This design comes from an exercise in tuning for small area, a short achievable clock period and few clock cycles per item on the open sky130 flow, not from production work. No run shown here included a check of the RTL's function; only the layout flow was run. Power is estimated from default activity; no workload was simulated.

## flow/design.v (module list and top-level ports; edited modules follow where they fit)
// module conv3x3_fa: 10 lines
// module conv3x3_ha: 9 lines
// module conv3x3_stream: 2416 lines
module conv3x3_stream
#(
  parameter int DATA_W     = 8,
  parameter int COEF_W     = 8,
  parameter int NORM_SHIFT = 4
) (
  input  logic                  i_clk,
  input  logic                  i_rst,
  input  logic [9*DATA_W-1:0]   i_pixel_data,
  input  logic                  i_pixel_data_valid,
  input  logic                  i_pixel_data_last,
  output logic                  o_pixel_data_ready,
  output logic [DATA_W-1:0]     o_convolved_data,
  output logic                  o_convolved_data_valid,
  output logic                  o_convolved_data_last,
  output logic                  o_convolved_sat,
  input  logic                  i_out_ready,
  input  logic                  i_coef_we,
  input  logic [3:0]            i_coef_addr,
  input  logic [COEF_W-1:0]     i_coef_data,
  input  logic                  i_coef_commit,
  output logic                  o_cfg_pending
);
  // ...
==> flow/run.sh <==
#!/bin/bash
# synth_recipe.tcl (not shown) runs the flow's synth.tcl, then flattens the netlist and writes it again
# the make line also repeats each setting of config.mk as NAME=value (left out here)
make -C /OpenROAD-flow-scripts/flow DESIGN_CONFIG=/design/flow/config.mk WORK_HOME=/design/flow/orfs CLKGATE_MAP_FILE= SYNTH_SCRIPT=/design/flow/synth_recipe.tcl finish
==> flow/config.mk <==
export PLATFORM = sky130hd
export DESIGN_NAME = conv3x3_stream
export DESIGN_NICKNAME = conv3x3_stream
export VERILOG_FILES = /design/flow/design.v
export SDC_FILE = /design/flow/constraint.sdc
export NUM_CORES = 4
export LEC_CHECK = 0
export CAP_MARGIN = 20
export CORE_MARGIN = 2
export CORE_UTILIZATION = 40
export SLEW_MARGIN = 20
export SYNTH_HIERARCHICAL = 1
==> flow/constraint.sdc <==
create_clock -name core_clock -period 5.0 [get_ports {i_clk}]
set_input_delay 1.0000 -clock core_clock [delete_from_list [all_inputs] [get_ports {i_clk}]]
set_output_delay 1.0000 -clock core_clock [all_outputs]
set_load 0.01 [all_outputs]
==> flow_metrics.env, run 1 <==
export IMPL_status="finished clean"
export IMPL_worstSetupEndpoint="mem_q[16]"
export IMPL_stdcell_area_sq_mm=0.03502
export IMPL_clock_sinks=521
export IMPL_multi_input_area_share_pct=55.72
export IMPL_setup_slack_ps=1171
export IMPL_portBuffers=103
export IMPL_largestClassByArea="multi-input gates"
export IMPL_via_per_inst=5.336
export IMPL_top_power_group="registers"
export IMPL_syn_area_per_cell_sq_um=12.34
export IMPL_p_clk_uw=4310
export IMPL_num_antenna_cells=0
export IMPL_tns_ps=0
export IMPL_tightest_slew_ps=1051
export IMPL_ff2ff_path_depth=10
export IMPL_htreeDepth=2
export IMPL_grt_ovfl_total=0
export IMPL_buffers=122
export IMPL_wl_met1_mm=40.45
export IMPL_internal_power_uw=8968
export IMPL_dpl_cell_area_sq_mm=0.03307
export IMPL_grt_pass1_wl_mm=142.3
export IMPL_synth_area_mux_share_pct=5.012
export IMPL_yosys_area_top_type="fa_1"
export IMPL_multi_input_area_sq_mm=0.01951
export IMPL_yosysSeqAreaShare_pct=35.40
export IMPL_fmax_mhz=261.2
==> inputs of run 2 (changes only) <==
--- a/flow/config.mk
+++ b/flow/config.mk
@@ -5,6 +5,7 @@
 export SDC_FILE = /design/flow/constraint.sdc
 export NUM_CORES = 4
 export LEC_CHECK = 0
+export ABC_CLOCK_PERIOD_IN_PS = 2500
 export CAP_MARGIN = 20
 export CORE_MARGIN = 2
 export CORE_UTILIZATION = 40
==> run 2 against run 1 <==
  * Largest power group unchanged
  * Wire length unchanged
  * Core utilization stayed put
  * Critical path depth is the same
==> flow_metrics.env, run 2 <==
export IMPL_num_antenna_cells=0
export IMPL_crit_type="reg -> reg"
export IMPL_layout_cells_non_filler=3682
export IMPL_ys_flop_type="dfxtp_1"
export IMPL_peakVddDrop_uv=312.0
export IMPL_cp_startpoint="st2_q[10]"
export IMPL_whs_ps=324.4
export IMPL_swShare_pct=34.02
export IMPL_synth_area_top_cells="fa_1, dfxtp_1, and2_1"
export IMPL_rsz0062_at_grt="no"
export IMPL_clockBufferDepth=3
export IMPL_tightest_slew_ps=1051
export IMPL_mostFrequentLayoutCell="fa_1"
export IMPL_hp_class="reg -> reg"
export IMPL_timing_final_hold_violations=0
export IMPL_grt_pass1_wl_mm=142.3
export IMPL_finalCritPeriodShare_pct=76.58
export IMPL_yosys_warnings=7
export IMPL_syn_inst=2502
export IMPL_numPlacedInstances=3579
export IMPL_synth_cell_type_count=73
export IMPL_mostFrequentLayoutCells="fa_1, and2_1, dfxtp_1, nor2_1, nand2_1"
export IMPL_tns_ps=0
export IMPL_min_from="lq[1]"
export IMPL_netlist_area_sq_mm=0.03088
export IMPL_die_y_um=281.8
export IMPL_htreeDepth=2
export IMPL_worstReg2RegStart="st2_q[10]"
export IMPL_post_route_util_pct=45.96
export IMPL_fmax_mhz=261.2
export IMPL_route_detailed_drc=0
export IMPL_synth_edf_count=50
export IMPL_cts_hold_buf=0
export IMPL_yosys_area_top_type="fa_1"
export IMPL_worstPathMaxFanout=14
export IMPL_yosysMostFrequentCell="fa_1"
export IMPL_drive_gt1_share_pct=5.543
export IMPL_drtIter0Drc=1641
export IMPL_cts_buffers=56
export IMPL_crit_arrival_ps=4180
export IMPL_setup_violations=0
export IMPL_portBuffers=103
export IMPL_largest_reg_flops=196
export IMPL_start_util_pct=40.52
export IMPL_total_power_uw=13590
export IMPL_antenna_found_initial=4
export IMPL_top_register="st1_q"
export IMPL_skew_ps=35.79
export IMPL_routed_wl_mm=95.47
export IMPL_clock_sinks=521
export IMPL_cts_tree="built"
export IMPL_internal_power_uw=8968
export IMPL_netlist_top_cells_count="fa_1, and2_1, dfxtp_1"
export IMPL_syn_to_final_growth_pct=13.41
export IMPL_die_w_um=281.8
export IMPL_maxCapViolCount=0
export IMPL_via_per_inst=5.336
export IMPL_drtPass1Iterations=8
export IMPL_combPwrFrac_pct=31.6
export IMPL_end_kind="flip-flop"
export IMPL_switching_power_uw=4625
export IMPL_wl_per_cell_um=25.93
export IMPL_core_sq_mm=0.07620
export IMPL_first_global_vias=21230
export IMPL_vias=19650
export IMPL_grt_max_degree=81
export IMPL_post_cts_buffers=0
export IMPL_clkLatencyLatePin_ps=650
export IMPL_ios=104
export IMPL_post_cts_resized=0
export IMPL_required_ps=5350
export IMPL_die_area_sq_mm=0.07943
export IMPL_grt_ovfl_total=0
export IMPL_powerDensity_mw_per_mm2=388.2
export IMPL_fin_crit_ps=3829
export IMPL_clkPwrFrac_pct=31.7
export IMPL_hpwlAfterDp_mm=77.95
export IMPL_rows=101
export IMPL_startpoint_type="flip-flop"
export IMPL_antenna_left=0
export IMPL_synth_seq_cells=521
export IMPL_cts_root_buf="clkbuf_16"
export IMPL_leakage_uw=0.01459
export IMPL_syn_num_nets=3187
export IMPL_relSlewSlack_pct=29.70
export IMPL_layout_nets=3292
export IMPL_status="finished clean"
export IMPL_async_flop_share_pct=0
export IMPL_grt_use_total_pct=24.73
export IMPL_routabilityCongestion=0.9369
export IMPL_slew_violations=0
export IMPL_synth_top_area_share_pct=35.14
export IMPL_syn_area_per_cell_sq_um=12.34
export IMPL_yosysSeqAreaShare_pct=35.40
export IMPL_power_frac_seq_pct=36.6
export IMPL_cts_clk_slew_worst_paths_ps=60
[run 2: cell counts after synthesis]
Identical to the previous run, type by type.
[run 2: worst max-delay path, stage by stage (launching register included)]
cell	delay (ps)
dfxtp_1	300
ha_1	370
a211o_1	340
a21oi_2	200
a21oi_2	110
or4_1	500
a222oi_1	310
buf_4	270
nand3_1	450
o211ai_1	520
o221ai_1	200
[run 2: logic make-up after synthesis]
group / synth area share, %
buffers and inverters: 1.438
AND/OR/NAND/NOR: 16.12
multiplexers: 5.012
AO/OA/AOI/OAI: 4.498
XOR/XNOR: 0.2836
flip-flops: 35.40
adder cells (fa/ha/maj): 37.25
[run 2: area by class of cell]
class / instances / area (sq um)
fillers: 6857 / 41180
multi-input cells: 1864 / 19510
well taps: 1030 / 1289
clock buffers: 80 / 1674
flip-flops and latches: 521 / 10930
inverters: 42 / 157.7
repair buffers: 122 / 1171
clock inverters: 23 / 279.0
[run 2: final timing paths]
kind | endpoint | slack, ps | cells after the start
worst max register to register | mem_q[16] | 1170 | 10
worst max-delay path | mem_q[16] | 1170 | 10
worst min-delay path | lq[2] | 320 | 0
worst min register to register | lq[2] | 320 | 0
[run 2: per-stage QoR]
step / setup WS [ps] / cell area [sq um]
2_1_floorplan: 1814 / 30880
5_1_grt: 1025 / 35020
3_5_place_dp: 1257 / 33070
6_report: 1171 / 35020
4_1_cts: 1235 / 35020
3_3_place_gp: 1286 / 33070
[run 2: power by group through the flow]
stage               Sequential, uW  Combinational [uW]  Clock, uW
CTS                           4980                4370       4410
floorplan                     4930                2900          0
detailed placement            5070                4340          0
global placement              5070                4300          0
finish                        4980                4300       4310
global route                  5020                4850       4560
[run 2: Yosys stat by module, one instance, submodules excluded]
module | area (sq um) | flops+latches
conv3x3_fa | 20.02 | 0
conv3x3_ha | 12.51 | 0
conv3x3_stream | 19820 | 521
[run 2: metal layers]
| layer | track usage [%] | routed length (um) | part of all wire, % |
|---|---|---|---|
| met1 | 32.44 | 40450 | 42 |
| met2 | 41.87 | 46430 | 49 |
| met3 | 3.679 | 5188 | 5.4 |
| met4 | 8.483 | 3410 | 3.6 |
| met5 | 0 | 0 | 0 |
==> inputs of run 3 (changes only) <==
--- a/flow/config.mk
+++ b/flow/config.mk
@@ -9,5 +9,6 @@
 export CAP_MARGIN = 20
 export CORE_MARGIN = 2
 export CORE_UTILIZATION = 40
+export SETUP_SLACK_MARGIN = 2.0
 export SLEW_MARGIN = 20
 export SYNTH_HIERARCHICAL = 1
==> run 3 against run 2 <==
  * Still clean
  * Die area did not move
  * Final cell count rose by 1.2%
  * Wire length rose by 1.6%
  * Count of clock-buffer cells in the layout rose by 3
  * Area after synthesis did not move
  * Via count rose by 1.2%
  * First-iteration DRC count fell by 1.2%
  * Power rose by 8.1%
  * Critical endpoint is now st1_q[102]
==> flow_metrics.env, run 3 <==
export IMPL_rows=101
export IMPL_fmax_mhz=308.5
export IMPL_core_sq_mm=0.07620
export IMPL_setup_violations=0
export IMPL_grt_use_total_pct=24.94
export IMPL_via_per_inst=5.336
export IMPL_largest_reg_flops=196
export IMPL_finalCritPeriodShare_pct=64.84
export IMPL_grt_ovfl_total=0
export IMPL_wl_per_cell_um=26.02
export IMPL_clockBufferDepth=3
export IMPL_synth_area_mux_share_pct=5.012
export IMPL_synth_area_top_cells="fa_1, dfxtp_1, and2_1"
export IMPL_yosys_area_share_simple_pct=16.12
export IMPL_tns_ps=0
export IMPL_tightest_slew_ps=991.7
export IMPL_skew_ps=26.54
export IMPL_end_kind="flip-flop"
export IMPL_routabilityCongestion=0.9453
export IMPL_ios=104
export IMPL_peakVddDrop_uv=345.4
export IMPL_die_w_um=281.8
export IMPL_syn_num_nets=3187
export IMPL_yosysSeqAreaShare_pct=35.40
export IMPL_maxCapViolCount=0
export IMPL_ys_flop_type="dfxtp_1"
export IMPL_vias=19890
export IMPL_die_area_sq_mm=0.07943
export IMPL_slew_violations=0
export IMPL_wl_met1_mm=40.29
export IMPL_relSlewSlack_pct=33.64
export IMPL_synth_compound_area_share_pct=4.498
export IMPL_drive_gt1_share_pct=16.00
export IMPL_yosysMostFrequentCell="fa_1"
export IMPL_powerDensity_mw_per_mm2=403.8
export IMPL_cts_hold_buf=0
export IMPL_drtIter0Drc=1622
export IMPL_syn_area_per_cell_sq_um=12.34
export IMPL_antenna_found_initial=7
export IMPL_met3_length_mm=6.197
export IMPL_status="finished clean"
export IMPL_yosys_area_top_type="fa_1"
export IMPL_cts_clk_slew_worst_paths_ps=60
export IMPL_startpoint_type="flip-flop"
export IMPL_netlist_area_sq_mm=0.03088
export IMPL_hp_class="reg -> reg"
export IMPL_yosys_warnings=7
export IMPL_netlist_top_cells_count="fa_1, and2_1, dfxtp_1"
export IMPL_ff2ff_path_depth=7
export IMPL_leakage_uw=0.01490
export IMPL_portBuffers=103
export IMPL_cts_root_buf="clkbuf_16"
export IMPL_cts_tree="built"
export IMPL_met2_length_mm=46.66
export IMPL_crit_arrival_ps=3750
export IMPL_synth_top_family_by_area="adder cells"
export IMPL_synth_seq_cells=521
export IMPL_highest_layer="met5"
export IMPL_routed_wl_mm=97.00
export IMPL_r2r_end="st1_q[102]"
export IMPL_synth_adder_area_share_pct=37.25
export IMPL_holdPathStages=0
export IMPL_first_global_vias=21670
export IMPL_async_flop_share_pct=0
export IMPL_rsz0062_at_grt="yes"
export IMPL_syn_inst=2502
export IMPL_timing_final_hold_violations=0
export IMPL_fin_crit_ps=3242
export IMPL_grt_pass1_wl_mm=143.7
export IMPL_syn_to_final_growth_pct=17.83
export IMPL_worstReg2RegStart="coef_q[2]"
export IMPL_route_detailed_drc=0
export IMPL_mostFrequentLayoutCells="and2_1, fa_1, dfxtp_1, nor2_1, nand2_1"
export IMPL_mostFrequentLayoutCell="and2_1"
export IMPL_required_ps=5510
export IMPL_ff2ff_setup_slack_ps=1760
export IMPL_worstPathMaxFanout=3
export IMPL_grt_max_degree=91
export IMPL_die_y_um=281.8
export IMPL_numPlacedInstances=3580
export IMPL_synth_cell_type_count=73
export IMPL_clock_sinks=521
export IMPL_clkLatencyLatePin_ps=650
export IMPL_crit_type="reg -> reg"
export IMPL_dpl_worst_slack_ps=1237
export IMPL_drtPass1Iterations=5
export IMPL_hpwlAfterDp_mm=77.90
export IMPL_hold_end="lq[2]"
export IMPL_antenna_left=0
export IMPL_synth_top_area_share_pct=35.14
export IMPL_synth_xor_area_share_pct=0.2836
export IMPL_cts_buffers=58
export IMPL_synth_edf_count=50
export IMPL_layout_cells_non_filler=3728
export IMPL_top_register="st1_q"
export IMPL_fillers=6733
export IMPL_min_from="lq[1]"
export IMPL_setup_slack_ps=1758
export IMPL_htreeDepth=2
export IMPL_layout_nets=3331
export IMPL_start_util_pct=40.52
run 3: critical path, cell delays in order, from the launching register on:
cell	delay [ps]
dfxtp_2	310
buf_6	130
and2_4	130
fa_1	460
fa_2	600
fa_2	500
fa_2	550
fa_2	420
run 3: per-layer routing:
layer	global-route usage, %	vias up
met5	0	-
met4	9.643	2
met3	5.030	199
met2	41.41	739
met1	32.12	10440
li1	-	8509
run 3: final cells by class:
cell class	instances	area, sq um	area share [%]
tap	1030	1289	3.542
timing repair buffer	158	1515	4.164
inverter	42	157.7	0.4333
clock buffer	83	1730	4.756
antenna	4	10.01	0.02751
clock inverter	25	319.1	0.8769
multi-input combinational	1865	20250	55.66
sequential	521	11110	30.54
run 3: repair_timing:
action	CTS	global route
pin swaps	100	50
endpoints found under the setup margin	115	102
setup buffers	20	14
gates resized for setup	178	133
gates cloned	2	0
run 3: per-module statistics from Yosys (local to each module, per instance):
module | times used | area, sq um
conv3x3_stream | 1 | 19820
conv3x3_fa | 540 | 20.02
conv3x3_ha | 20 | 12.51
run 3: logic make-up (layout without fill, tap and decap cells):
logic type / after synthesis / after routing
AO/OA/AOI/OAI: 195 / 195
XOR/XNOR: 10 / 10
adder cells (fa/ha/maj): 594 / 594
buffers and inverters: 117 / 308
flip-flops: 521 / 521
multiplexers: 142 / 142
other: 0 / 4
AND/OR/NAND/NOR: 923 / 924
run 3: power breakdown:
| group | internal, uW | switching, uW |
|---|---|---|
| clock network | 2640 | 1850 |
| logic | 2230 | 2970 |
| registers | 4670 | 336 |
| total | 9540 | 5150 |
run 3: metrics by stage:
step | util, % | hold WS, ps | cell area [sq um] | total power (uW)
floorplan | - | 309.6 | 30950 | 7879
global placement | 43.48 | 318.8 | 33130 | 9499
detailed placement | 43.48 | 314.4 | 33130 | 9530
CTS | 47.09 | 331.2 | 35880 | 14490
global route | 47.74 | 340.7 | 36380 | 15530
finish | 47.75 | 328.4 | 36380 | 14690
run 3: worst max path at each step:
| stage | from | to | slack, ps | cells after the start |
|---|---|---|---|---|
| floorplan | st2_q[10] | mem_q[27] | 1850 | 9 |
| global placement | st2_q[4] | mem_q[16] | 1180 | 10 |
| detailed placement | st2_q[10] | mem_q[16] | 1240 | 10 |
| CTS | coef_q[2] | st1_q[102] | 1740 | 7 |
| global route | st2_q[2] | mem_q[15] | 1690 | 12 |
| finish | coef_q[2] | st1_q[102] | 1760 | 7 |
==> inputs of run 4 (changes only) <==
--- a/flow/config.mk
+++ b/flow/config.mk
@@ -5,10 +5,9 @@
 export SDC_FILE = /design/flow/constraint.sdc
 export NUM_CORES = 4
 export LEC_CHECK = 0
-export ABC_CLOCK_PERIOD_IN_PS = 2500
 export CAP_MARGIN = 20
 export CORE_MARGIN = 2
 export CORE_UTILIZATION = 40
-export SETUP_SLACK_MARGIN = 2.0
+export SETUP_SLACK_MARGIN = 2.6
 export SLEW_MARGIN = 20
 export SYNTH_HIERARCHICAL = 1
==> run 4 against run 3 <==
  * Area after synthesis did not move
  * Power up 5.5%
  * Highest routed layer is now met4
  * Still clean
  * Largest cell class unchanged
  * Wire length increased by 4.6%
  * Combinational power rose by 12%
  * Critical endpoint unchanged
  * Clock skew increased by 27 ps
  * Register-to-register slack improved by 20 ps
  * Flip-flop and latch count unchanged
  * Final area increased by 6.0%
  * Maximum frequency is 0.58% higher
  * Worst hold slack lost 26 ps
  * Clock power grew 4.7%
  * Critical path depth shrank 1
==> flow_metrics.env, run 4 <==
export IMPL_status="finished clean"
export IMPL_layout_nets=3422
export IMPL_syn_inst=2502
export IMPL_yosys_warnings=7
export IMPL_power_frac_seq_pct=32.3
export IMPL_cts_clk_slew_worst_paths_ps=60
export IMPL_hpwlAfterDp_mm=78.13
export IMPL_crit_type="reg -> reg"
export IMPL_wl_per_cell_um=26.60
export IMPL_drtIter0Drc=1587
export IMPL_yosys_area_top_type="fa_1"
export IMPL_layout_cells_non_filler=3815
export IMPL_core_sq_mm=0.07620
export IMPL_syn_to_final_growth_pct=24.92
export IMPL_die_area_sq_mm=0.07943
export IMPL_htreeDepth=2
export IMPL_swShare_pct=35.63
export IMPL_mostFrequentLayoutCell="and2_1"
export IMPL_start_util_pct=40.52
export IMPL_worstReg2RegStart="px_q[3]"
export IMPL_top_register="st1_q"
export IMPL_antenna_found_initial=9
export IMPL_fmax_mhz=310.3
export IMPL_synth_edf_count=50
export IMPL_numPlacedInstances=3576
export IMPL_rsz0062_at_grt="yes"
export IMPL_portBuffers=103
export IMPL_crit_chain="and2_4 > fa_1 > fa_2 > fa_2 > fa_2 > fa_2"
export IMPL_crit_arrival_ps=3810
export IMPL_finalCritPeriodShare_pct=64.46
export IMPL_grt_use_total_pct=26.13
export IMPL_routed_wl_mm=101.5
export IMPL_clkLatencyLatePin_ps=670
export IMPL_yosysMostFrequentCell="fa_1"
export IMPL_min_from="lq[1]"
export IMPL_slew_violations=0
export IMPL_worstPathMaxFanout=2
export IMPL_synth_top_area_share_pct=35.14
export IMPL_via_per_inst=5.426
export IMPL_hp_class="reg -> reg"
export IMPL_die_w_um=281.8
export IMPL_syn_num_nets=3187
export IMPL_synth_cell_type_count=73
export IMPL_maxCapViolCount=0
export IMPL_cts_root_buf="clkbuf_16"
export IMPL_startpoint_type="flip-flop"
export IMPL_end_kind="flip-flop"
export IMPL_powerDensity_mw_per_mm2=401.9
export IMPL_mostFrequentLayoutCells="and2_1, fa_1, dfxtp_1, fa_2, nor2_1"
export IMPL_cts_buffers=59
export IMPL_switching_power_uw=5524
export IMPL_cpMaxStageDelayCell="fa_2"
export IMPL_clock_sinks=521
export IMPL_ff2ff_setup_slack_ps=1780
export IMPL_grt_max_degree=70
export IMPL_routabilityCongestion=0.8870
export IMPL_drive_gt1_share_pct=31.47
export IMPL_async_flop_share_pct=0
export IMPL_clockBufferDepth=3
export IMPL_setup_violations=0
export IMPL_rows=101
export IMPL_cts_hold_buf=0
export IMPL_required_ps=5590
export IMPL_ios=104
export IMPL_cp_common_cell="fa_2"
export IMPL_cts_tree="built"
export IMPL_cp_startpoint="px_q[3]"
export IMPL_skew_ps=53.04
export IMPL_synth_area_top_cells="fa_1, dfxtp_1, and2_1"
export IMPL_antenna_left=0
export IMPL_syn_area_per_cell_sq_um=12.34
export IMPL_vias=20700
export IMPL_drtPass1Iterations=6
export IMPL_tightest_slew_ps=1003
export IMPL_relSlewSlack_pct=32.91
export IMPL_netlist_top_cells_count="fa_1, and2_1, dfxtp_1"
export IMPL_first_global_vias=22580
export IMPL_ys_flop_type="dfxtp_1"
export IMPL_leakage_uw=0.01542
export IMPL_die_y_um=281.8
export IMPL_yosysSeqAreaShare_pct=35.40
export IMPL_grt_ovfl_total=0
export IMPL_route_detailed_drc=0
export IMPL_largest_reg_flops=196
export IMPL_peakVddDrop_uv=365.5
export IMPL_grt_pass1_wl_mm=149.3
export IMPL_cpPeakStageDelay_ps=600
export IMPL_combPwrFrac_pct=37.4
export IMPL_fin_crit_ps=3223
export IMPL_internal_power_uw=9979
export IMPL_synth_seq_cells=521
export IMPL_tns_ps=0
export IMPL_clkPwrFrac_pct=30.3
export IMPL_netlist_area_sq_mm=0.03088
export IMPL_timing_final_hold_violations=0
## run 4: cell counts after synthesis
Identical to the previous run, type by type.
## run 4: modules after synthesis, one instance, submodules excluded
module          cells inside  cell area, sq um  flip-flops and latches  copies in the design
conv3x3_ha                 1             12.51                       0                    20
conv3x3_stream          1942             19820                     521                     1
conv3x3_fa                 1             20.02                       0                   540
## run 4: power groups by stage
stage	logic (uW)	clock network (uW)	registers [uW]
final	5800	4700	5010
after global placement	4870	0	5080
after floorplan	3030	0	4940
after global routing	6270	4950	5040
after CTS	5640	4790	5000
after detailed placement	4920	0	5100
## run 4: worst paths after layout
path                endpoint  cells after the start
setup reg to reg  st1_q[102]                      6
hold / removal         lq[2]                      0
hold reg to reg        lq[2]                      0
setup / recovery  st1_q[102]                      6
## run 4: cell type report
type                    instances  area, sq um
diodes                          1        2.502
clock buffers                  75         1699
clock inverters                33        444.2
fillers                      6616        37630
inverters                      42        161.4
multi-input cells            1865        21180
flip-flops and latches        521        11470
well taps                    1030         1289
repair buffers                245         2305
repair inverters                3        22.52
## run 4: through the flow
step | area (sq um) | setup slack [ps] | hold slack (ps) | power [uW] | util [%]
2_1_floorplan | 31630 | 1847 | 309.6 | 7968 | -
6_report | 38570 | 1777 | 302.5 | 15500 | 50.62
5_1_grt | 38570 | 1710 | 330.3 | 16260 | 50.61
3_5_place_dp | 33720 | 758.2 | 317.1 | 10020 | 44.26
4_1_cts | 37830 | 1790 | 310.4 | 15430 | 49.65
3_3_place_gp | 33720 | 783.5 | 312.4 | 9951 | 44.25
## run 4: kinds of logic (layout without fill, tap and decap cells)
family / count (synthesis) / count (layout) / synth area share (%)
AOI/OAI and AO/OA: 195 / 195 / 4.498
xor gates and xnor gates: 10 / 10 / 0.2836
adders and majority gates: 594 / 594 / 37.25
buffers and inverters: 117 / 398 / 1.438
DFF: 521 / 521 / 35.40
muxes: 142 / 142 / 5.012
other: 0 / 1 / 0
and+or+nand+nor: 923 / 924 / 16.12
## run 4: layer usage
layer / vias to the layer above / global-route usage (%) / wire length, um / part of all wire [%]
li1: 8709 / - / - / -
met1: 11020 / 36.10 / 43650 / 43
met2: 813 / 41.63 / 46910 / 46
met3: 158 / 4.383 / 7089 / 7.0
met4: 0 / 9.165 / 3804 / 3.7
met5: - / 0 / 0 / 0
## run 4: what timing repair did
action / 4_1_cts / 5_1_grt
gates resized for setup: 430 / 133
cloned: 5 / 0
pin swaps: 140 / 93
setup buffers: 89 / 36
setup endpoints to repair: 233 / 183
## run 4: critical path, delay by kind of cell (launching register included)
family | cells | cell delay [ps]
and+or+nand+nor | 1 | 160
DFF | 1 | 360
adders and majority gates | 5 | 2630
==> inputs of run 5 (changes only) <==
--- a/flow/config.mk
+++ b/flow/config.mk
@@ -8,6 +8,7 @@
 export CAP_MARGIN = 20
 export CORE_MARGIN = 2
 export CORE_UTILIZATION = 40
-export SETUP_SLACK_MARGIN = 2.6
+export CTS_BUF_LIST = sky130_fd_sc_hd__clkbuf_4 sky130_fd_sc_hd__clkbuf_8
+export SETUP_SLACK_MARGIN = 2.0
 export SLEW_MARGIN = 20
 export SYNTH_HIERARCHICAL = 1
==> run 5 against run 4 <==
  * Global-route usage is 0.97 points lower
  * Still clean
  * Final area fell by 5.4%
  * Core utilization is 2.7 points lower
  * Worst setup slack worse by 38 ps
  * Flip-flop and latch count is the same
  * Clock power is 5.5% lower
==> flow_metrics.env, run 5 <==
export IMPL_drtPass1Iterations=5
export IMPL_netlist_area_sq_mm=0.03088
export IMPL_drtIter0Drc=1618
export IMPL_grt_ovfl_total=0
export IMPL_peakVddDrop_uv=358.6
export IMPL_cpPeakStageDelay_ps=610
export IMPL_yosys_area_top_type="fa_1"
export IMPL_cpMaxStageDelayCell="fa_2"
export IMPL_synth_top_family_by_area="adder cells"
export IMPL_die_w_um=281.8
export IMPL_top_register="st1_q"
export IMPL_antenna_left=0
export IMPL_synth_seq_cells=521
export IMPL_synth_cell_type_count=73
export IMPL_synth_compound_area_share_pct=4.498
export IMPL_fmax_mhz=306.7
export IMPL_leakage_uw=0.01500
export IMPL_cts_root_buf="clkbuf_8"
export IMPL_cts_clk_slew_worst_paths_ps=60
export IMPL_layout_nets=3363
export IMPL_yosysMostFrequentCell="fa_1"
export IMPL_finalCritPeriodShare_pct=65.22
export IMPL_rsz0062_at_grt="yes"
export IMPL_antenna_found_initial=5
export IMPL_numPlacedInstances=3580
export IMPL_netlist_top_cells_count="fa_1, and2_1, dfxtp_1"
export IMPL_clock_sinks=521
export IMPL_vias=20260
export IMPL_syn_num_nets=3187
export IMPL_yosys_area_share_simple_pct=16.12
export IMPL_grt_use_total_pct=25.15
export IMPL_synth_area_mux_share_pct=5.012
export IMPL_syn_inst=2502
export IMPL_fin_crit_ps=3261
export IMPL_path_buf_inv=1
export IMPL_cts_tree="built"
export IMPL_synth_area_top_cells="fa_1, dfxtp_1, and2_1"
export IMPL_cp_common_cell="fa_2"
export IMPL_routabilityCongestion=0.9453
export IMPL_yosysSeqAreaShare_pct=35.40
export IMPL_status="finished clean"
export IMPL_clkLatencyLatePin_ps=710
export IMPL_portBuffers=103
export IMPL_largest_reg_flops=196
export IMPL_required_ps=5550
export IMPL_critical_path_top_delay_family="adder cells"
export IMPL_via_per_inst=5.362
export IMPL_synth_adder_area_share_pct=37.25
export IMPL_relSlewSlack_pct=34.84
export IMPL_htreeDepth=3
export IMPL_ff2ff_setup_slack_ps=1740
export IMPL_hpwlAfterDp_mm=77.90
export IMPL_powerDensity_mw_per_mm2=403.3
export IMPL_start_util_pct=40.52
export IMPL_end_kind="flip-flop"
export IMPL_ios=104
export IMPL_skew_ps=43.08
export IMPL_crit_type="reg -> reg"
export IMPL_grt_max_degree=91
export IMPL_tightest_slew_ps=973.8
export IMPL_crit_chain="buf_6 > and2_4 > fa_1 > fa_2 > fa_2 > fa_2 > fa_2"
export IMPL_die_y_um=281.8
export IMPL_grt_pass1_wl_mm=145.0
export IMPL_routed_wl_mm=97.55
export IMPL_tns_ps=0
export IMPL_drive_gt1_share_pct=18.50
export IMPL_core_sq_mm=0.07620
export IMPL_syn_to_final_growth_pct=18.13
export IMPL_mostFrequentLayoutCells="and2_1, fa_1, dfxtp_1, nor2_1, nand2_1"
export IMPL_maxCapViolCount=0
export IMPL_die_area_sq_mm=0.07943
export IMPL_slew_violations=0
export IMPL_rows=101
export IMPL_synth_edf_count=50
export IMPL_timing_final_hold_violations=0
export IMPL_async_flop_share_pct=0
export IMPL_worstPathMaxFanout=3
export IMPL_clockBufferDepth=3
export IMPL_cts_buffers=91
export IMPL_crit_arrival_ps=3810
export IMPL_route_detailed_drc=0
export IMPL_yosys_warnings=7
export IMPL_startpoint_type="flip-flop"
export IMPL_hp_class="reg -> reg"
export IMPL_post_route_util_pct=47.87
export IMPL_ys_flop_type="dfxtp_1"
export IMPL_synth_xor_area_share_pct=0.2836
export IMPL_layout_cells_non_filler=3778
export IMPL_first_global_vias=22160
export IMPL_syn_area_per_cell_sq_um=12.34
export IMPL_setup_violations=0
export IMPL_synth_top_area_share_pct=35.14
export IMPL_wl_per_cell_um=25.82
-- run 5: final timing paths --
path / start / endpoint / cells after the start
worst min-delay path: lq[1] / lq[2] / 0
worst min register to register: lq[1] / lq[2] / 0
worst max register to register: coef_q[2] / st1_q[102] / 7
worst max-delay path: coef_q[2] / st1_q[102] / 7
-- run 5: kinds of logic (layout without fill, tap and decap cells) --
family	count (synthesis)	count (layout)
adders and majority gates	594	594
muxes	142	142
AOI/OAI and AO/OA	195	195
xor gates and xnor gates	10	10
and+or+nand+nor	923	924
DFF	521	521
other	0	2
buffers and inverters	117	360
-- run 5: layout make-up --
cell class	instances	area, sq um
Inverter	42	157.7
Fill cell	6723	39720
Multi-Input combinational cell	1865	20320
Antenna cell	2	5.005
Clock inverter	26	360.3
Tap cell	1030	1289
Timing Repair Buffer	157	1499
Sequential cell	521	11120
Clock buffer	135	1727
-- run 5: metal layers --
layer	vias to the layer above	GRT usage (%)	share of wire [%]
met5	-	0	0
met4	0	11.78	4.9
met3	248	5.494	7.1
met2	816	41.35	48
met1	10610	31.66	40
li1	8584	-	-
-- run 5: power by group --
part	switching [uW]	internal (uW)
combinational	2990	2260
sequential	346	4680
clock	1840	2590
-- run 5: Yosys stat by module (local to each module, per instance) --
module / times used / cell area (sq um) / flops+latches
conv3x3_fa: 540 / 20.02 / 0
conv3x3_ha: 20 / 12.51 / 0
conv3x3_stream: 1 / 19820 / 521
-- run 5: what timing repair did --
action / 4_1_cts / 5_1_grt
gates cloned: 2 / 0
endpoints found under the setup margin: 120 / 106
resized for setup: 195 / 136
setup buffers: 22 / 11
hold buffers: 0 / 0
pin swaps: 103 / 73
-- run 5: per-stage QoR --
| stage | cell area (sq um) | setup WS (ps) | total power [uW] | hold slack, ps |
|---|---|---|---|---|
| after floorplan | 30950 | 1847 | 7879 | 309.6 |
| after global placement | 33130 | 1185 | 9499 | 318.8 |
| after detailed placement | 33130 | 1237 | 9530 | 314.4 |
| after CTS | 35980 | 1709 | 14500 | 336.1 |
| after global routing | 36480 | 1687 | 15580 | 341.2 |
| final | 36480 | 1739 | 14710 | 332.4 |

[separate check: timing with driven ports]
No port has a modelled driver above. Below, the same layouts with a new extraction and two added sets of constraints. Step 1 assumes that a clkbuf_16 drives the clock port and a buf_2 every other input. Step 2 times the ports against the registers' clock, not the clock port: input delays grow and output delays shrink by t, the midpoint of the rising clock arrivals with the driver on. Slacks: no drivers / after step 1 / after step 2; pairs: no drivers / after step 1.
run	t (ns)	setup WS [ns]	latest minus earliest clock arrival (ns)	worst register clock-pin slew, ns
run 1	0.700	1.171 / 1.171 / 1.171	0.038 / 0.037	0.07 / 0.07
run 2	0.700	1.171 / 1.171 / 1.171	0.038 / 0.037	0.07 / 0.07
run 3	0.706	1.758 / 1.758 / 1.517	0.027 / 0.027	0.07 / 0.07
run 4	0.705	1.777 / 1.777 / 1.777	0.053 / 0.053	0.07 / 0.07
run 5	0.756	1.739 / 1.739 / 1.526	0.044 / 0.043	0.07 / 0.07
After both steps every run listed still meets setup and hold. The setup slack of run 3, which loses most, moves by 0.000 ns with the drivers and by -0.241 ns with both steps.
